What follows belongs to an exercise in optimizing a design on an open flow for small area; a production flow would make more cautious choices.
Function was checked by simulation only, so behaviour that the tests miss may differ from the original.
Power and IR drop assume default switching activity.

==> flow/design.v <==
package tspes_pkg;
    localparam int PACKET_BYTES  = 188;
    localparam int PAYLOAD_BYTES = 184;
    localparam int HDR_BYTES  = 6;
    localparam int HOLD_BYTES = HDR_BYTES - 1;
    localparam int POS_W   = 8;
    localparam int LEFT_W  = 17;
    localparam int TAKE_W  = 8;
    localparam int COUNT_W = 16;
    localparam int BYTE_W  = 8;
    localparam logic [POS_W-1:0] POS_HDR_FIRST  = POS_W'(4);
    localparam logic [POS_W-1:0] POS_START_LAST = POS_W'(6);
    localparam logic [POS_W-1:0] POS_LEN_LO     = POS_W'(9);
    localparam logic [POS_W-1:0] POS_PKT_LAST   = POS_W'(PACKET_BYTES - 1);
    localparam int HOLD_SC0     = 0;
    localparam int HOLD_SC1     = 1;
    localparam int HOLD_SID     = 3;
    localparam int HOLD_LEN_HI  = 4;
    localparam logic [BYTE_W-1:0] START_LAST_BYTE = 8'h01;
    localparam int FIFO_DEPTH = 32;
    localparam int FIFO_AW    = $clog2(FIFO_DEPTH);
    localparam int FIFO_CW    = $clog2(FIFO_DEPTH + 1);
    localparam int PUSH_W     = $clog2(HDR_BYTES + 1);
    typedef struct packed {
        logic [BYTE_W-1:0]  data;
        logic               last;
        logic [BYTE_W-1:0]  stream_id;
        logic [COUNT_W-1:0] total_length;
    } pes_beat_t;
    localparam int BEAT_W = 2 * BYTE_W + 1 + COUNT_W;
    typedef struct packed {
        logic [PUSH_W-1:0]               count;
        logic [HDR_BYTES*BEAT_W-1:0]     beats;    
    } tspes_push_t;
endpackage
import tspes_pkg::*;
module tspes_beat_fifo
(
    input  logic               clk,
    input  logic               rst_n,
    input  tspes_pkg::tspes_push_t push,
    input  logic               pop,
    output logic               not_empty,
    output tspes_pkg::pes_beat_t head,
    output logic [tspes_pkg::FIFO_CW-1:0] count
);
    logic [BEAT_W-1:0] mem_reg [0:FIFO_DEPTH-1];
    logic [FIFO_AW-1:0]   wr_ptr_reg;
    logic [FIFO_AW-1:0]   rd_ptr_reg;
    logic [FIFO_CW-1:0]   count_reg;
    logic                 do_pop;
    assign not_empty = (count_reg != '0);
    assign head      = mem_reg[rd_ptr_reg];
    assign count     = count_reg;
    assign do_pop    = pop && not_empty;
    always_ff @(posedge clk)
    begin
        for (int i = 0; i < HDR_BYTES; i++)
        begin
            if (PUSH_W'(i) < push.count)
                mem_reg[wr_ptr_reg + FIFO_AW'(i)] <= push.beats[i*BEAT_W +: BEAT_W];
        end
    end
    always_ff @(posedge clk or negedge rst_n)
    begin
        if (!rst_n)
        begin
            wr_ptr_reg <= '0;
            rd_ptr_reg <= '0;
            count_reg  <= '0;
        end
        else
        begin
            wr_ptr_reg <= wr_ptr_reg + FIFO_AW'(push.count);
            if (do_pop)
                rd_ptr_reg <= rd_ptr_reg + FIFO_AW'(1);
            count_reg <= count_reg + FIFO_CW'(push.count) - FIFO_CW'(do_pop);
        end
    end
endmodule
import tspes_pkg::*;
module ts_pes_reassembler_core
(
    input  logic                clk,
    input  logic                rst_n,
    input  logic                ts_valid,
    output logic                ts_stall,
    input  logic [7:0]   ts_byte,
    output logic                pes_valid,
    input  logic                pes_stall,
    output logic [7:0]   pes_byte,
    output logic                pes_end,
    output logic [7:0]   pes_stream_id,
    output logic [15:0]         pes_total_length
);
    logic                in_valid_reg;
    logic [7:0]   in_byte_reg;
    logic [POS_W-1:0]    pos_reg,      pos_next;
    logic [LEFT_W-1:0]   left_reg,     left_next;
    logic [TAKE_W-1:0]   take_reg,     take_next;
    logic                opening_reg,  opening_next;
    logic [7:0]   sid_reg,      sid_next;
    logic [COUNT_W-1:0]  count_reg,    count_next;
    logic [7:0]   hold_reg [0:HOLD_BYTES-1];
    logic [HOLD_BYTES-1:0] hold_we;
    logic [LEFT_W-1:0]   pes_len;
    logic [LEFT_W-1:0]   hdr_len;
    logic [TAKE_W-1:0]   take_left, take_hdr;
    tspes_pkg::tspes_push_t push;
    tspes_pkg::pes_beat_t head;
    logic [FIFO_CW-1:0]  fifo_count;
    logic                fifo_not_empty;
    logic                accept;
    assign ts_stall = (fifo_count > FIFO_CW'(FIFO_DEPTH - 2 * HDR_BYTES));
    assign accept   = ts_valid && !ts_stall;
    always_ff @(posedge clk or negedge rst_n)
    begin
        if (!rst_n)
            in_valid_reg <= 1'b0;
        else
            in_valid_reg <= accept;
    end
    always_ff @(posedge clk)
    begin
        if (accept)
            in_byte_reg <= ts_byte;
    end
    assign hdr_len   = {1'b0, hold_reg[HOLD_LEN_HI], in_byte_reg} + LEFT_W'(HDR_BYTES);
    assign take_left = (left_reg < LEFT_W'(PAYLOAD_BYTES)) ? left_reg[TAKE_W-1:0]
                                                           : TAKE_W'(PAYLOAD_BYTES);
    assign take_hdr  = (hdr_len < LEFT_W'(PAYLOAD_BYTES)) ? hdr_len[TAKE_W-1:0]
                                                          : TAKE_W'(PAYLOAD_BYTES);
    always_comb
    begin
        pos_next     = pos_reg;
        left_next    = left_reg;
        take_next    = take_reg;
        opening_next = opening_reg;
        sid_next     = sid_reg;
        count_next   = count_reg;
        hold_we      = '0;
        pes_len      = '0;
        push         = '0;
        if (in_valid_reg)
        begin
            if (pos_reg == '0)
            begin
                if (left_reg != '0)
                begin
                    opening_next = 1'b0;
                    take_next    = take_left;
                end
                else
                begin
                    opening_next = 1'b1;
                    take_next    = '0;
                end
            end
            if (opening_next)
            begin
                for (int i = 0; i < HOLD_BYTES; i++)
                begin
                    if (pos_reg == POS_HDR_FIRST + POS_W'(i))
                        hold_we[i] = 1'b1;
                end
                if (pos_reg == POS_START_LAST)
                begin
                    if (hold_reg[HOLD_SC0] != '0 || hold_reg[HOLD_SC1] != '0
                        || in_byte_reg != START_LAST_BYTE)
                        opening_next = 1'b0;
                end
                else if (pos_reg == POS_LEN_LO)
                begin
                    pes_len      = hdr_len;
                    opening_next = 1'b0;
                    left_next    = pes_len - LEFT_W'(HDR_BYTES);
                    sid_next     = hold_reg[HOLD_SID];
                    count_next   = COUNT_W'(HDR_BYTES);
                    take_next    = take_hdr - TAKE_W'(HDR_BYTES);
                    push.count = PUSH_W'(HDR_BYTES);
                    for (int i = 0; i < HOLD_BYTES; i++)
                        push.beats[i*BEAT_W +: BEAT_W] = {hold_reg[i], 1'b0, BYTE_W'(0), COUNT_W'(0)};
                    if (pes_len == LEFT_W'(HDR_BYTES))
                        push.beats[(HDR_BYTES-1)*BEAT_W +: BEAT_W] =
                            {in_byte_reg, 1'b1, hold_reg[HOLD_SID], COUNT_W'(HDR_BYTES)};
                    else
                        push.beats[(HDR_BYTES-1)*BEAT_W +: BEAT_W] =
                            {in_byte_reg, 1'b0, BYTE_W'(0), COUNT_W'(0)};
                end
            end
            else if (pos_reg >= POS_HDR_FIRST && take_next != '0 && left_reg != '0)
            begin
                take_next  = take_next - TAKE_W'(1);
                left_next  = left_reg - LEFT_W'(1);
                count_next = count_reg + COUNT_W'(1);
                push.count         = PUSH_W'(1);
                if (left_next == '0)
                    push.beats[0 +: BEAT_W] = {in_byte_reg, 1'b1, sid_reg, count_next};
                else
                    push.beats[0 +: BEAT_W] = {in_byte_reg, 1'b0, BYTE_W'(0), COUNT_W'(0)};
            end
            pos_next = (pos_reg == POS_PKT_LAST) ? '0 : pos_reg + POS_W'(1);
        end
    end
    always_ff @(posedge clk or negedge rst_n)
    begin
        if (!rst_n)
        begin
            pos_reg     <= '0;
            left_reg    <= '0;
            take_reg    <= '0;
            opening_reg <= 1'b0;
            sid_reg     <= '0;
            count_reg   <= '0;
        end
        else
        begin
            pos_reg     <= pos_next;
            left_reg    <= left_next;
            take_reg    <= take_next;
            opening_reg <= opening_next;
            sid_reg     <= sid_next;
            count_reg   <= count_next;
        end
    end
    always_ff @(posedge clk)
    begin
        for (int i = 0; i < HOLD_BYTES; i++)
        begin
            if (hold_we[i])
                hold_reg[i] <= in_byte_reg;
        end
    end
    tspes_beat_fifo u_fifo
    (
        .clk       (clk),
        .rst_n     (rst_n),
        .push      (push),
        .pop       (!pes_stall),
        .not_empty (fifo_not_empty),
        .head      (head),
        .count     (fifo_count)
    );
    assign pes_valid        = fifo_not_empty;
    assign pes_byte         = head.data;
    assign pes_end          = head.last;
    assign pes_stream_id    = head.stream_id;
    assign pes_total_length = head.total_length;
endmodule
==> flow/run.sh <==
#!/bin/bash
# synth_recipe.tcl (not shown) runs the flow's synth.tcl, then flattens the netlist and writes it again
# the make line also repeats each setting of config.mk as NAME=value (left out here)
make -C /OpenROAD-flow-scripts/flow DESIGN_CONFIG=/design/flow/config.mk WORK_HOME=/design/flow/orfs CLKGATE_MAP_FILE= SYNTH_SCRIPT=/design/flow/synth_recipe.tcl finish
==> flow/config.mk <==
export PLATFORM = sky130hd
export DESIGN_NAME = ts_pes_reassembler_core
export DESIGN_NICKNAME = ts_pes_reassembler_core
export VERILOG_FILES = /design/flow/design.v
export SDC_FILE = /design/flow/constraint.sdc
export NUM_CORES = 4
export LEC_CHECK = 0
export CAP_MARGIN = 20
export CELL_PAD_IN_SITES_DETAIL_PLACEMENT = 1
export CELL_PAD_IN_SITES_GLOBAL_PLACEMENT = 2
export CORE_MARGIN = 2
export CORE_UTILIZATION = 30
export PLACE_DENSITY = 0.5
export SLEW_MARGIN = 20
==> flow/constraint.sdc <==
create_clock -name core_clock -period 6.5 [get_ports {clk}]
set_input_delay 1.3000 -clock core_clock [delete_from_list [all_inputs] [get_ports {clk}]]
set_output_delay 1.3000 -clock core_clock [all_outputs]
set_load 0.01 [all_outputs]
==> results.yml <==
route:
  first_pass_iters: 10
  wl_per_cell_um: 45.45
  wirelength_um: 419600
  drtAntennaViolNets: 0
  remaining_drc_errors: 0
  routed-via-count: 63660
  viasPerCell: 6.896
  drt_iter0_drc: 8694
synthesis:
  yosysSeqAreaShare: 0.4578
  syn_nets: 6230
  synth_cell_types: 108
  yosys_warnings: 3
  synthArstFlopShare: 0.06361
  syn-mean-instance-area_um2: 10.79
  ys_seq_elements: 1179
  synth_edf_count: 656
  syn_inst: 6186
  synth_ff_type: "edfxtp_1"
  netlist_area_um2: 66720
final_layout:
  area_delta_synth_final_pct: 15.89
  final_common_cell: "edfxtp_1"
  largest_register_ffs: 1056
  final_util: 0.3488
  nNetsFinal: 6164
  layout_common_cells: "edfxtp_1 (656), buf_4 (467), dfxtp_1 (448)"
  layout.cells.non_filler: 9232
  drive_above_1_share: 0.2101
setup_path:
  path_depth: 16
  r2r_end: "u_fifo.mem_reg[13][3]"
  critPathMaxFanout: 31
  r2r_start: "pos_reg[0]"
  cp.required_ns: 7.21
  crit_type: "reg -> reg"
  cp-endpoint: "u_fifo.mem_reg[13][3]"
  cp-startpoint: "pos_reg[0]"
  cp.arrival_ns: 6.68
  crit_path_start_kind: "register"
  worst_setup_path_end_kind: "register"
  cp_top_family: "simple AND/OR/NAND/NOR gates"
  slowest_stage: "o41a_2"
  reg2reg_setup_slack_ns: 0.52
  reg2reg_depth: 16
  cp.buffers_inverters: 4
  cp_cell_sequence: "inv_1, ha_1, nor4b_4, nand4_1, nor4_1, or2_2, inv_1, ha_1, or3b_2, a21oi_1, a41oi_1, o41a_2, buf_4, buf_4, nand3_2, o21ai_0"
  cpPeakStageDelay_ns: 0.87
clock_tree:
  root_buffer: "clkbuf_16"
  cts_buffers: 151
  cts_max_level: 4
  holdBufCountCts: 0
  clk_pin_slew_ns: 0.06
  clock_path_buffers: 3
  post_cts_buffers: 0
  insertion_delay_ns: 0.82
  cts_resized: 0
  cts_tree: "done"
  clock-sinks: 1179
power_and_ir_drop:
  p_leak_uw: 0.02460
  vdd_drop_max_v: 0.0002563
  powerDensity_nw_per_um2: 360.8
timing:
  fmax_ghz: 0.1673
  tightestPinTransition_ns: 1.211
  slew_headroom: 0.1869
  final.setup_skew_ns: 0.05084
  rsz0062_at_grt: "no"
  maxSlewViolCount: 0
  fin_setup_tns_ns: 0
  fin_crit_ns: 5.977
  min_period_over_period: 0.9196
  setup_violations: 0
  hold_viol_final: 0
  final.setup.worst_slack_ns: 0.5228
  whs_ns: 0.4410
floorplanning:
  core_um2: 221700
  die-height_um: 475.6
  start_util: 0.3010
  fp.dieW_um: 475.6
  io_pins: 47
  die_area_um2: 226200
  rows: 173
global_route:
  grt_usage: 0.3629
  grt-ovfl-total: 0
  first_global_vias: 62635
  grt_pass1_wl_um: 567600
  grt_max_degree: 85
  antenna_found_initial: 31
flow_run:
  maxCapViolations: 0
placed_design:
  numPortBuffers: 46
  dp.cells: 8939
  dp_slack_ns: 0.6241
  dpl.hpwl_um: 284300
  globalplace.congestion: 1.004
run_status:
  outcome: "complete, no violations"
min_path:
  hold_class: "in -> async"
## worst min-delay path by stage
stage	endpoint	slack, ns	depth (start not counted)
2_1_floorplan	u_fifo.mem_reg[6][0]	0.43	1
3_3_place_gp	u_fifo.mem_reg[27][3]	0.44	1
3_5_place_dp	u_fifo.mem_reg[27][10]	0.44	1
4_1_cts	left_reg[16]	0.43	1
5_1_grt	pos_reg[5]	0.44	1
6_report	u_fifo.wr_ptr_reg[0]	0.44	1
## synthesized netlist by cell type (75+ instances only)
library cell,instances,share of area
edfxtp_1,656,0.30
clkbuf_1,513,0.029
dfxtp_1,448,0.13
o21ai_0,438,0.033
o22ai_1,438,0.041
nand2_1,332,0.019
mux4_2,330,0.11
nor2_1,302,0.017
nand3_1,218,0.016
o211ai_1,192,0.022
a21oi_1,168,0.013
o311ai_0,166,0.022
buf_2,163,0.012
o2bb2ai_1,153,0.020
nor3_1,103,0.0077
a221oi_1,84,0.011
o21ai_1,82,0.0062
dfrtp_1,75,0.028
## where the power goes
part / internal [uW] / total (uW) / switching (uW) / leakage (uW)
combinational: 2800 / 10400 / 7630 / 0.0112
clock: 5010 / 8730 / 3710 / 0.00247
sequential: 8130 / 8740 / 607 / 0.0110
## cell families (layout without fill, tap and decap cells)
group / Yosys count / count (layout) / synth area share
multiplexers: 372 / 372 / 0.1183
adder cells (fa/ha/maj): 32 / 32 / 0.006226
other: 0 / 13 / 0
XOR/XNOR: 61 / 61 / 0.008008
AND/OR/NAND/NOR: 1265 / 1265 / 0.09383
flip-flops: 1179 / 1179 / 0.4578
buffers and inverters: 832 / 890 / 0.05212
AO/OA/AOI/OAI: 2445 / 2445 / 0.2637
## through the flow
| step | cell area [um^2] | total power (uW) |
|---|---|---|
| floorplan | 66720 | 13660 |
| global placement | 72120 | 19010 |
| detailed placement | 72160 | 19030 |
| CTS | 77240 | 27750 |
| global route | 77290 | 28440 |
| finish | 77320 | 27900 |
## area by class of cell
cell class	count	area (um^2)
fill	24140	144300
multi-input combinational	4175	33220
sequential	1179	30560
timing repair buffer	536	4418
clock buffer	212	4290
tap	2975	3722
clock inverter	65	785.8
inverter	77	290.3
antenna	13	32.53
## per-layer routing
layer  track usage  wire, um  part of all wire  vias to the layer above
met1        0.4796    172900              0.41                    33751
met2        0.5498    184100              0.44                     3664
li1              -         -                 -                    25204
met3       0.07902     35040             0.084                     1023
met4        0.2013     27410             0.065                       18
met5     0.0006397       129           0.00031                        -

[port drivers added, routing unchanged]
The flow's constraints put no driver on any port. The routed layout listed below was extracted and timed again, unchanged, in two steps. Step 1: set_driving_cell puts a clkbuf_16 on clk and a buf_2 on each other input, an assumption about the parent block. Step 2 times the ports against the registers' clock, not the clock port: input delays grow and output delays shrink by t, the midpoint of the rising clock arrivals with the driver on. a / b / c = ideal ports / drivers / drivers and shift; a / b = the first two.
t (ns): 0.899
setup slack, ns: 0.523 / 0.511 / 0.523
worst setup path at the end: register to register
latest minus earliest clock arrival (ns): 0.055 / 0.055
After both steps setup and hold are still met in this run. For this run, drivers alone change the setup slack by -0.012 ns; drivers and shift together by 0.000 ns.
